From an optimization exercise on the open Yosys and OpenROAD flow, aimed at small area; shortcuts taken in it are not production practice.
At most, simulation tests tie the RTL to the original design; equivalence was not proved.
Power and IR drop assume default switching activity.

==> inputs of trial 44 <==
// qpu_exu
module qpu_exu
(
  input  logic    clk,
  input  logic    i_arst_n,
  input  logic    i_instr_valid,
  output logic    o_instr_ready,
  input  qpu_pkg::instr_t  i_instr,
  output logic    o_tiq_valid,
  input  logic    i_tiq_ready,
  output qpu_pkg::time_t   o_tiq_time,
  output logic    o_evq_valid,
  input  logic    i_evq_ready,
  output qpu_pkg::time_t   o_evq_time,
  output qpu_pkg::qubits_t o_evq_qubits,
  input  logic    i_mcu_valid,
  input  qpu_pkg::qubits_t i_mcu_result,
  output logic    o_wb_valid,
  output qpu_pkg::rfidx_t  o_wb_rdidx,
  output qpu_pkg::data_t   o_wb_data
);
==> module qpu_exu_alu, before the edit <==
module qpu_exu_alu
#(
  parameter int NB = 5,
  parameter logic [8*NB-1:0] BND = {8'd26, 8'd20, 8'd14, 8'd7, 8'd0}
)
(
  input  logic [31:0] i_a,
  input  logic [31:0] i_b,
  output logic [31:0] o_sum
);
  logic [NB:0] bc;
  assign bc[0] = 1'b0;
  for (genvar k = 0; k < NB; k++)
  begin : g_blk
    localparam int LO = int'(BND[8*k +: 8]);
    localparam int HI = (k == NB-1) ? 32 : int'(BND[8*(k+1) +: 8]);
    localparam int W  = HI - LO;
    logic [W:0]   c0;    
    logic [W-1:0] s0;    
    logic [W:0]   t;     
    qpu_exu_ha u_ha0 (.a (i_a[LO]), .b (i_b[LO]), .s (s0[0]), .co (c0[1]));
    for (genvar i = 1; i < W; i++)
    begin : g_fa
      qpu_exu_fa u_fa (.a (i_a[LO+i]), .b (i_b[LO+i]), .ci (c0[i]), .s (s0[i]), .co (c0[i+1]));
    end
    if (k == 0)
    begin : g_first
      assign o_sum[HI-1:LO] = s0;
      assign bc[k+1] = c0[W];
    end
    else
    begin : g_inc
      assign t[0] = bc[k];
      for (genvar i = 0; i < W; i++)
      begin : g_ha
        qpu_exu_ha u_ha (.a (s0[i]), .b (t[i]), .s (o_sum[LO+i]), .co (t[i+1]));
      end
      assign bc[k+1] = c0[W] | (bc[k] & (&s0));
    end
  end
endmodule
clock: 9.0 ns
lec_check: 0
cap_margin: 10
core_margin: 2
core_utilization: 40
slew_margin: 10
synth_hierarchical: 1
synth_minimum_keep_size: 0
standard.sh (not shown) runs the stock make flow with config.mk's settings and CLKGATE_MAP_FILE= SYNTH_SCRIPT=/design/flow/synth_recipe.tcl, a recipe that flattens the netlist after the stock synthesis.
==> flow/flow/run.sh <==
#!/bin/bash
# Standard ORFS layout with smaller port buffers and a leaner clock tree.
set -euo pipefail
bash standard.sh \
  BUFFER_PORTS_ARGS="-buffer_cell sky130_fd_sc_hd__buf_1" \
  CTS_ARGS="-sink_clustering_enable -repair_clock_nets -dont_use_dummy_load -buf_list sky130_fd_sc_hd__clkbuf_16 -sink_clustering_size 24 -sink_clustering_max_diameter 70" \
  finish > standard.log 2>&1
==> trial 74: changes against trial 44 <==
--- a/flow/design.v
+++ b/flow/design.v
@@ -46,11 +46,11 @@
   assign co = a & b;
 endmodule
 module qpu_exu_alu
 #(
   parameter int NB = 5,
-  parameter logic [8*NB-1:0] BND = {8'd26, 8'd20, 8'd14, 8'd7, 8'd0}
+  parameter logic [8*NB+7:0] BND = {8'd32, 8'd26, 8'd20, 8'd14, 8'd7, 8'd0}
 )
 (
   input  logic [31:0] i_a,
   input  logic [31:0] i_b,
   output logic [31:0] o_sum
@@ -58,15 +58,14 @@
   logic [NB:0] bc;
   assign bc[0] = 1'b0;
   for (genvar k = 0; k < NB; k++)
   begin : g_blk
     localparam int LO = int'(BND[8*k +: 8]);
-    localparam int HI = (k == NB-1) ? 32 : int'(BND[8*(k+1) +: 8]);
+    localparam int HI = int'(BND[8*(k+1) +: 8]);
     localparam int W  = HI - LO;
-    logic [W:0]   c0;    
+    logic [W:1]   c0;    
     logic [W-1:0] s0;    
-    logic [W:0]   t;     
     qpu_exu_ha u_ha0 (.a (i_a[LO]), .b (i_b[LO]), .s (s0[0]), .co (c0[1]));
     for (genvar i = 1; i < W; i++)
     begin : g_fa
       qpu_exu_fa u_fa (.a (i_a[LO+i]), .b (i_b[LO+i]), .ci (c0[i]), .s (s0[i]), .co (c0[i+1]));
     end
@@ -75,15 +74,17 @@
       assign o_sum[HI-1:LO] = s0;
       assign bc[k+1] = c0[W];
     end
     else
     begin : g_inc
+      logic [W-1:0] t;   
       assign t[0] = bc[k];
-      for (genvar i = 0; i < W; i++)
+      for (genvar i = 0; i < W-1; i++)
       begin : g_ha
         qpu_exu_ha u_ha (.a (s0[i]), .b (t[i]), .s (o_sum[LO+i]), .co (t[i+1]));
       end
+      assign o_sum[HI-1] = s0[W-1] ^ t[W-1];
       assign bc[k+1] = c0[W] | (bc[k] & (&s0));
     end
   end
 endmodule
 `default_nettype wire
==> flow/flow/run.sh (replaced) <==
#!/bin/bash
# Standard ORFS layout with smaller port buffers and a leaner clock tree.
set -euo pipefail
bash standard.sh \
  BUFFER_PORTS_ARGS="-buffer_cell sky130_fd_sc_hd__buf_1" \
  CTS_ARGS="-sink_clustering_enable -repair_clock_nets -dont_use_dummy_load -buf_list sky130_fd_sc_hd__clkbuf_16 -sink_clustering_size 30 -sink_clustering_max_diameter 80" \
  RECOVER_POWER=100 \
  finish > standard.log 2>&1
==> trial 46: changes against trial 44 <==
--- a/flow/design.v
+++ b/flow/design.v
@@ -22,31 +22,10 @@
   } opcode_e;
 endpackage
 `default_nettype wire
 `timescale 1ns/1ns
 `default_nettype none
-module qpu_exu_fa
-(
-  input  logic a,
-  input  logic b,
-  input  logic ci,
-  output logic s,
-  output logic co
-);
-  assign s  = a ^ b ^ ci;
-  assign co = (a & b) | (ci & (a ^ b));
-endmodule
-module qpu_exu_ha
-(
-  input  logic a,
-  input  logic b,
-  output logic s,
-  output logic co
-);
-  assign s  = a ^ b;
-  assign co = a & b;
-endmodule
 module qpu_exu_alu
 #(
   parameter int NB = 5,
   parameter logic [8*NB-1:0] BND = {8'd26, 8'd20, 8'd14, 8'd7, 8'd0}
 )
@@ -62,30 +41,24 @@
     localparam int LO = int'(BND[8*k +: 8]);
     localparam int HI = (k == NB-1) ? 32 : int'(BND[8*(k+1) +: 8]);
     localparam int W  = HI - LO;
     logic [W:0]   c0;    
     logic [W-1:0] s0;    
-    logic [W:0]   t;     
-    qpu_exu_ha u_ha0 (.a (i_a[LO]), .b (i_b[LO]), .s (s0[0]), .co (c0[1]));
-    for (genvar i = 1; i < W; i++)
-    begin : g_fa
-      qpu_exu_fa u_fa (.a (i_a[LO+i]), .b (i_b[LO+i]), .ci (c0[i]), .s (s0[i]), .co (c0[i+1]));
-    end
-    if (k == 0)
-    begin : g_first
-      assign o_sum[HI-1:LO] = s0;
-      assign bc[k+1] = c0[W];
-    end
-    else
-    begin : g_inc
-      assign t[0] = bc[k];
-      for (genvar i = 0; i < W; i++)
-      begin : g_ha
-        qpu_exu_ha u_ha (.a (s0[i]), .b (t[i]), .s (o_sum[LO+i]), .co (t[i+1]));
+    logic [W:0]   pa;    
+    always_comb
+    begin
+      c0[0] = 1'b0;
+      pa[0] = 1'b1;
+      for (int i = 0; i < W; i++)
+      begin
+        s0[i]   = i_a[LO+i] ^ i_b[LO+i] ^ c0[i];
+        c0[i+1] = (i_a[LO+i] & i_b[LO+i]) | (c0[i] & (i_a[LO+i] ^ i_b[LO+i]));
+        pa[i+1] = pa[i] & s0[i];
+        o_sum[LO+i] = s0[i] ^ (bc[k] & pa[i]);
       end
-      assign bc[k+1] = c0[W] | (bc[k] & (&s0));
     end
+    assign bc[k+1] = c0[W] | (bc[k] & pa[W]);
   end
 endmodule
 `default_nettype wire
 `timescale 1ns/1ns
 `default_nettype none
@@ -174,25 +147,22 @@
   qpu_pkg::time_t time_q;
   logic           time_vld;
   qpu_pkg::qubits_t meas_q;
   qpu_pkg::qubits_t oitf_mem [4];
   logic [3:0] oitf_vld;
-  logic [3:0] wr_oh;      
-  logic       oitf_full;
-  logic [3:0] head_oh;
-  qpu_pkg::qubits_t head_mask, last_mask;
+  logic [1:0] wr_ptr, rd_ptr;
   qpu_pkg::qubits_t pending;
   always_comb
   begin
     pending = '0;
     for (int i = 0; i < 4; i++)
       if (oitf_vld[i])
         pending = pending | oitf_mem[i];
   end
   logic fmr_stall, meas_stall, qwait_stall, issue;
   assign fmr_stall   = is_fmr && pending[imm[2:0]];
-  assign meas_stall  = is_meas && (oitf_full || (o_evq_valid && !i_evq_ready));
+  assign meas_stall  = is_meas && ((&oitf_vld) || (o_evq_valid && !i_evq_ready));
   assign qwait_stall = is_qwait && o_tiq_valid && !i_tiq_ready;
   assign o_instr_ready = !(fmr_stall || meas_stall || qwait_stall);
   assign issue = i_instr_valid && o_instr_ready;
   logic [15:1] sel_a, sel_b;
   always_comb
@@ -288,55 +258,51 @@
     time_q <= time_d;
   assign o_tiq_time = time_q;
   logic oitf_push, oitf_pop;
   assign oitf_push = issue && is_meas;
   assign oitf_pop  = i_mcu_valid;
-  assign oitf_full = &oitf_vld;
-  always_comb
-  begin
-    for (int e = 0; e < 4; e++)
-      head_oh[e] = oitf_full ? wr_oh[e] : (oitf_vld[e] && !oitf_vld[(e+3)%4]);
-    head_mask = '0;
-    last_mask = '0;
-    for (int e = 0; e < 4; e++)
-    begin
-      head_mask = head_mask | ({8{head_oh[e]}} & oitf_mem[e]);
-      last_mask = last_mask | ({8{wr_oh[(e+1)%4]}} & oitf_mem[e]);
-    end
-  end
   always_ff @(posedge clk or negedge i_arst_n)
   begin
     if (!i_arst_n)
     begin
       oitf_vld <= '0;
-      wr_oh    <= 4'b0001;
+      wr_ptr   <= '0;
+      rd_ptr   <= '0;
       meas_q   <= '0;
     end
     else
     begin
-      for (int e = 0; e < 4; e++)
-        oitf_vld[e] <= (oitf_push && wr_oh[e]) || (oitf_vld[e] && !(oitf_pop && head_oh[e]));
       if (oitf_push)
-        wr_oh <= {wr_oh[2:0], wr_oh[3]};
+      begin
+        oitf_vld[wr_ptr] <= 1'b1;
+        wr_ptr <= wr_ptr + 2'd1;
+      end
       if (oitf_pop)
-        meas_q <= (meas_q & ~head_mask) | (i_mcu_result & head_mask);
+      begin
+        oitf_vld[rd_ptr] <= 1'b0;
+        rd_ptr <= rd_ptr + 2'd1;
+        meas_q <= (meas_q & ~oitf_mem[rd_ptr]) | (i_mcu_result & oitf_mem[rd_ptr]);
+      end
     end
   end
   for (genvar e = 0; e < 4; e++)
   begin : g_oitf
     qpu_pkg::qubits_t mem_d;
     qpu_exu_holdv #(.W(8)) u_hold (
-      .en (oitf_push && wr_oh[e]), .w (imm[7:0]), .q (oitf_mem[e]), .d (mem_d)
+      .en (oitf_push && (wr_ptr == 2'(e))), .w (imm[7:0]), .q (oitf_mem[e]), .d (mem_d)
     );
     always_ff @(posedge clk)
       oitf_mem[e] <= mem_d;
   end
-  assign o_evq_qubits = last_mask;
   qpu_pkg::time_t   evq_time_d;
+  qpu_pkg::qubits_t evq_qubits_d;
   qpu_exu_holdv #(.W(20)) u_evq_time_hold (
     .en (oitf_push), .w (sum[19:0]), .q (o_evq_time), .d (evq_time_d)
   );
+  qpu_exu_holdv #(.W(8)) u_evq_qubits_hold (
+    .en (oitf_push), .w (imm[7:0]), .q (o_evq_qubits), .d (evq_qubits_d)
+  );
   always_ff @(posedge clk or negedge i_arst_n)
   begin
     if (!i_arst_n)
     begin
       o_tiq_valid <= 1'b0;
@@ -357,10 +323,11 @@
     end
   end
   always_ff @(posedge clk)
   begin
     o_evq_time   <= evq_time_d;
+    o_evq_qubits <= evq_qubits_d;
     o_wb_rdidx <= rd;
     o_wb_data  <= sum;
   end
 endmodule
 `default_nettype wire
==> flow/run.sh (new file) <==
#!/bin/bash
# synth_recipe.tcl (not shown) runs the flow's synth.tcl, then flattens the netlist and writes it again
# the make line also repeats each setting of config.mk as NAME=value (left out here)
make -C /OpenROAD-flow-scripts/flow DESIGN_CONFIG=/design/flow/config.mk WORK_HOME=/design/flow/orfs CLKGATE_MAP_FILE= SYNTH_SCRIPT=/design/flow/synth_recipe.tcl finish
CAP_MARGIN = 20   (was 10)
SLEW_MARGIN = 20   (was 10)
removed: flow/flow/run.sh
removed: flow/standard.sh
==> comparison <==
In trial 44 the utilization is lower than in trial 46, by 4.9 points. Between trial 46 and trial 44, the lower count of clock-buffer cells in the layout is in trial 44 (gap 67). Trial 44 ran to the end with no violations. Trial 74 produced a layout that fails on max-capacitance violations, max-slew violations. Trial 46 completed without violations. Maximum frequency is about the same in trial 44 and trial 46. Area after synthesis: trial 46 is larger than trial 44 (about 2.6%). In critical path depth, trial 44 and trial 74 do not differ.
==> figures <==
| metric | trial 46 | trial 44 | trial 74 |
|---|---|---|---|
| Worst path required time | 9510 ps | 9520 ps | 9560 ps |
| Number of levels in the clock H-tree | 3 | 2 | 1 |
| Final sequential cell count | 631 | 623 | 623 |
| Cell variety after synth | 60 | 60 | 61 |
| Proportion of total power due to net switching | 25.0% | 24.9% | 25.1% |
| Setup WS pre-CTS | 158 ps | 264 ps | 10.9 ps |
| Synthesized-area fraction occupied by adder cells | 3.26% | 3.74% | 3.54% |
| Per-cell via count in the routed design | 7.28 | 7.56 | 7.59 |
| Proportion of synthesized area in mux cells | 0.667% | 0.633% | 0.634% |
| Status | finished clean | finished clean | complete, but fails checks |
| Violated checks | - | - | max-capacitance violations, max-slew violations |
| Synthesized-area fraction occupied by and/or/nand/nor cells | 8.04% | 7.35% | 7.35% |
The RTL of trial 46 was laid out without a check of its function.

separate check: timing with driven ports:
How much do the figures lean on ideal ports? The routed layouts below were timed once more, with nothing changed but the port constraints.
Step 1, drivers: a clkbuf_16 drives clk and a buf_2 each remaining input, both assumed.
Step 2 moves the port delays by t, midway between the first and last clock arrival at a register: inputs arrive t later, outputs are due t later. That takes back most of the time a late clock gives input paths.
Slacks: ideal / step 1 / step 2; pairs: ideal / step 1.
run | t, ns | setup WS [ns] | worst setup path at the end | pins driven straight from the clock port
trial 44 | 0.635 | 0.755 / 0.766 / 0.131 | input to register | 1
trial 74 | 0.667 | 0.446 / 0.455 / -0.212 | input to register | 1
trial 46 | 0.682 | 0.760 / 0.803 / 0.121 | input to register | 1
For trial 74, which loses most, drivers alone change the setup slack by +0.009 ns; drivers and shift together by -0.658 ns.
